From an optimization exercise on the open Yosys and OpenROAD flow, aimed at small area, a short achievable clock period and few clock cycles per item; shortcuts taken in it are not production practice.
RTL that was checked went through simulation tests only; none was proved equivalent to the original.
Power and IR drop assume default switching activity.

## run G
## fp_coprocessor
module fp_coprocessor
#(
  parameter int QD = 3
)
(
  input  logic        clk,
  input  logic        reset,
  input  logic [7:0]  paddr,
  input  logic        psel,
  input  logic        penable,
  input  logic        pwrite,
  input  logic [31:0] pwdata,
  output logic [31:0] prdata,
  output logic        pready,
  output logic        pslverr
);
  logic [14:0]   q [QD];
  logic [QD-1:0] qv;
  logic          mph;          
  logic [14:0]   ri;           
  logic          back_q;       
  logic        hw_q;           
  logic [3:0]  hidx_q;
  logic        iw_q;           
  logic        pslverr_q;
  logic [31:0] prdata_q;
  logic        reset_q;
  logic        x0_v, x0_ph;
  logic [2:0]  x0_op;
  logic [31:0] x0_a, x0_b;
  logic        x1_v, x1_ph, x1_mul, x1_pass, x1_sign, x1_sub, x1_bzero, x1_mz;
  logic [3:0]  x1_dest;
  logic [22:0] x1_fbig;
  logic [23:0] x1_aligned;
  logic [8:0]  x1_ex;
  ...
==> flow/config.mk <==
export PLATFORM = sky130hd
export DESIGN_NAME = fp_coprocessor
export DESIGN_NICKNAME = fp_coprocessor
export VERILOG_FILES = /design/flow/design.v
export SDC_FILE = /design/flow/constraint.sdc
export NUM_CORES = 8
export LEC_CHECK = 0
export CAP_MARGIN = 60
export CORE_MARGIN = 2
export CORE_UTILIZATION = 50
export SLEW_MARGIN = 60
==> flow/constraint.sdc <==
create_clock -name core_clock -period 12.0 [get_ports {clk}]
set_input_delay 2.4000 -clock core_clock [delete_from_list [all_inputs] [get_ports {clk}]]
set_output_delay 2.4000 -clock core_clock [all_outputs]
set_load 0.01 [all_outputs]
standard.sh (not shown) runs the stock make flow with config.mk's settings and CLKGATE_MAP_FILE= SYNTH_SCRIPT=/design/flow/synth_recipe.tcl, a recipe that flattens the netlist after the stock synthesis.
==> flow/flow/run.sh <==
#!/bin/bash
# Own layout flow: the standard ORFS flow, with the port buffers made
# from buf_4 cells instead of the resizer's default choice, and the
# post-placement timing repair asked to keep a setup margin.
# Each step's full output stays in orfs/logs/; make's own output goes to
# flow_make.log in the work folder.
set -euo pipefail
bash standard.sh \
  BUFFER_PORTS_ARGS="-buffer_cell sky130_fd_sc_hd__buf_4" \
  SETUP_SLACK_MARGIN=8 \
  finish > flow_make.log 2>&1
Run G did not stop at any stage, and its layout met the timing, DRC and antenna checks.
[inputs] run K vs run G
-- flow/design.v --
<<< run G, line 343
    .rd1(rda), .rd2(rdb)
  );
  logic [31:0] res;             
  logic [2:0] op;
  logic [3:0] dest, src1, src2;
  logic       uses2, is_mul, hazard, block, issue, deq, kill, fwd_a, fwd_b;
  assign op   = q[0][14:12];
  assign dest = q[0][11:8];
>>> run K, line 343
    .rd1(rda), .rd2(rdb)
  );
  logic [2:0] op;
  logic [3:0] dest, src1, src2;
  logic       uses2, is_mul, hazard, block, issue, deq, kill;
  assign op   = q[0][14:12];
  assign dest = q[0][11:8];
<<< run G, line 358
  assign uses2  = ~op[2];   
  assign is_mul = (op == 3'd3);
  assign hazard = busy(src1, x0_v, ri[11:8], x1_v, x1_dest, 1'b0, x2_dest) ||
                  (uses2 && busy(src2, x0_v, ri[11:8], x1_v, x1_dest, 1'b0, x2_dest));
  assign fwd_a  = x2_v && (x2_dest == src1);
  assign fwd_b  = x2_v && (x2_dest == src2);
  assign block  = hw_q | wb2_v | back_q;
  assign issue  = mph | (qv[0] & ~hazard & ~block);
>>> run K, line 357
  assign uses2  = ~op[2];   
  assign is_mul = (op == 3'd3);
  assign hazard = busy(src1, x0_v, ri[11:8], x1_v, x1_dest, x2_v, x2_dest) ||
                  (uses2 && busy(src2, x0_v, ri[11:8], x1_v, x1_dest, x2_v, x2_dest));
  assign block  = hw_q | wb2_v | back_q;
  assign issue  = mph | (qv[0] & ~hazard & ~block);
<<< run G, line 370
    x0_ph <= mph;
    x0_op <= op;
    x0_a  <= fwd_a ? res : rda;
    x0_b  <= fwd_b ? res : rdb;
  end
  logic        x_sub, x_mul, x_pass, psign, osign, osub, bzero;
>>> run K, line 367
    x0_ph <= mph;
    x0_op <= op;
    x0_a  <= rda;
    x0_b  <= rdb;
  end
  logic        x_sub, x_mul, x_pass, psign, osign, osub, bzero;
<<< run G, line 432
    x2_i1    <= (x1_ex >= 9'd381);
  end
  logic [31:0] add_res, mul_res;
  fp_add_pack fp_add_pack_i (
    .sum(x2_sum), .lz(x2_lz), .e(x2_e), .sign(x2_sign), .sub(x2_sub), .bzero(x2_bzero),
>>> run K, line 429
    x2_i1    <= (x1_ex >= 9'd381);
  end
  logic [31:0] add_res, mul_res, res;
  fp_add_pack fp_add_pack_i (
    .sum(x2_sum), .lz(x2_lz), .e(x2_e), .sign(x2_sign), .sub(x2_sub), .bzero(x2_bzero),
[summary]
- Run K finished every step from synthesis to the final layout, and the layout passed the timing, DRC and antenna checks.
- First-iteration DRC count of run K falls short of that of run G by a little under 10%.
- Via density per instance (run K over run G): decrease, 2.4%
- Row sequential share of layout area: run K higher / run G lower
- Compared to run G, the routing of run K uses less wire.
- Summary — total power draw, run K relative to run G: lower, by about 8%.
- Diff run G -> run K | detailed placement HPWL | decrease of 3.2%
- When run K is set beside run G, its normalized max-slew margin turns out to be 34 points larger.
- Run comparison: run K category of the most critical setup path in2reg; run G category of the most critical setup path reg2reg
- Run K vs run G — design area dropped about 4.7%.
- The critical path endpoint comes out reg_file_i.regs[9][10] in one run and prdata_q[8] in the other, namely in run G and run K respectively.
- Number of buffer and inverter stages on the critical path came out lower on run K than on run G.
- Compared with run G, run K has extra setup slack.
- Changes observed in run K relative to run G: global-route track usage on met2 up 0.33 points, net count after synthesis down 3.8%, die extent in x down 3.0 um, total track usage down 0.48 points.
No functional check of the RTL was part of any run of this note.


## onyx
fp_coprocessor, a different RTL version from the one above (not shown whole).
For scale: ~4600 cells after synthesis, ~900 flip-flops, about 79 I/O pins, about 51000 um^2 of cells after synthesis.
Design fp_coprocessor, start of the top module:
module fp_coprocessor
#(
  parameter int QD = 3
)
(
  input  logic        clk,
  input  logic        reset,
  input  logic [7:0]  paddr,
  input  logic        psel,
  input  logic        penable,
  input  logic        pwrite,
  input  logic [31:0] pwdata,
  output logic [31:0] prdata,
  output logic        pready,
  output logic        pslverr
);
export LEC_CHECK = 0
export CAP_MARGIN = 60
export CORE_MARGIN = 2
export CORE_UTILIZATION = 35
export SLEW_MARGIN = 60
create_clock -name core_clock -period 12.0 [get_ports {clk}]
Scripts as last shown in full above: flow/flow/run.sh
Setup changes, onyx to violet
--- a/flow/design.v
+++ b/flow/design.v
@@ -301,15 +301,14 @@
   logic [14:0]   ri;           
   logic          back_q;       
   logic        hw_q;           
   logic [3:0]  hidx_q;
   logic        iw_q;           
   logic        pslverr_q;
-  logic        st_q;           
-  logic [5:0]  status_q;
-  logic        reset_q, reset_qq;
+  logic [31:0] prdata_q;
+  logic        reset_q;
   logic        x0_v, x0_ph;
   logic [2:0]  x0_op;
   logic [31:0] x0_a, x0_b;
   logic        x1_v, x1_ph, x1_mul, x1_pass, x1_sign, x1_sub, x1_bzero, x1_mz;
   logic [3:0]  x1_dest;
   logic [22:0] x1_fbig;
@@ -513,15 +512,13 @@
       iw_q      <= setup & is_instr & pwrite & op_ok & (op4 != 4'd0) & room;
       pslverr_q <= setup & err;
     end
   end
   always_ff @(posedge clk) begin
     reset_q  <= reset;
-    reset_qq <= reset_q;
     hidx_q   <= paddr[5:2];
-    st_q     <= ~paddr[6];
-    status_q <= status[5:0];
+    prdata_q <= paddr[6] ? (rdb & {32{~reset_q}}) : status;
   end
   assign pready  = 1'b1;
   assign pslverr = pslverr_q;
-  assign prdata  = st_q ? {26'd0, status_q} : (x0_b & {32{~reset_qq}});
+  assign prdata  = prdata_q;
 endmodule
Findings:
violet vs onyx, critical path depth went up by 7. ~same clock network area share in violet and onyx. Area of the core (violet vs. onyx) increases slightly. On combinational-cell power consumption: violet sits above onyx. Number of vias per cell (violet over onyx): increase, 0.70%. In the tables for violet and onyx, measured slew at the worst slew-check pin reads higher with violet. [compare] base=onyx new=violet: share of the core filled with cells moved down; cell area after synthesis increased 1.5%.
Testbench counts of violet, summed over its fixed seeds: cycles 8,092, items 2,304.
For onyx, only the layout was checked, not whether the RTL still works.

[re-timing with driven ports]
Ports are ideal in the flow. The routed layouts listed here were re-timed in OpenROAD.
Step 1: set_driving_cell puts a clkbuf_16 on clk and a buf_2 on each other input, an assumption about the parent block.
Step 2, shift: input delay + t, output delay - t, t = (earliest + latest rising clock arrival at the registers) / 2. This alone moves slack from input paths to output paths.
Three values: ideal, step 1, step 2; two values: the first two.
| run | t, ns | setup WS [ns] | worst setup path at the end |
|---|---|---|---|
| run G | 0.760 | 7.873 / 7.873 / 7.220 | input to register |
| run K | 0.758 | 7.987 / 8.016 / 7.258 | input to register |
| onyx | 0.807 | 7.496 / 7.413 / 7.329 | input to register |
| violet | 0.784 | 7.969 / 7.903 / 7.237 | input to register |
After both steps every run listed still meets setup and hold. The setup slack of violet, which loses most, moves by -0.066 ns with the drivers and by -0.732 ns with both steps.
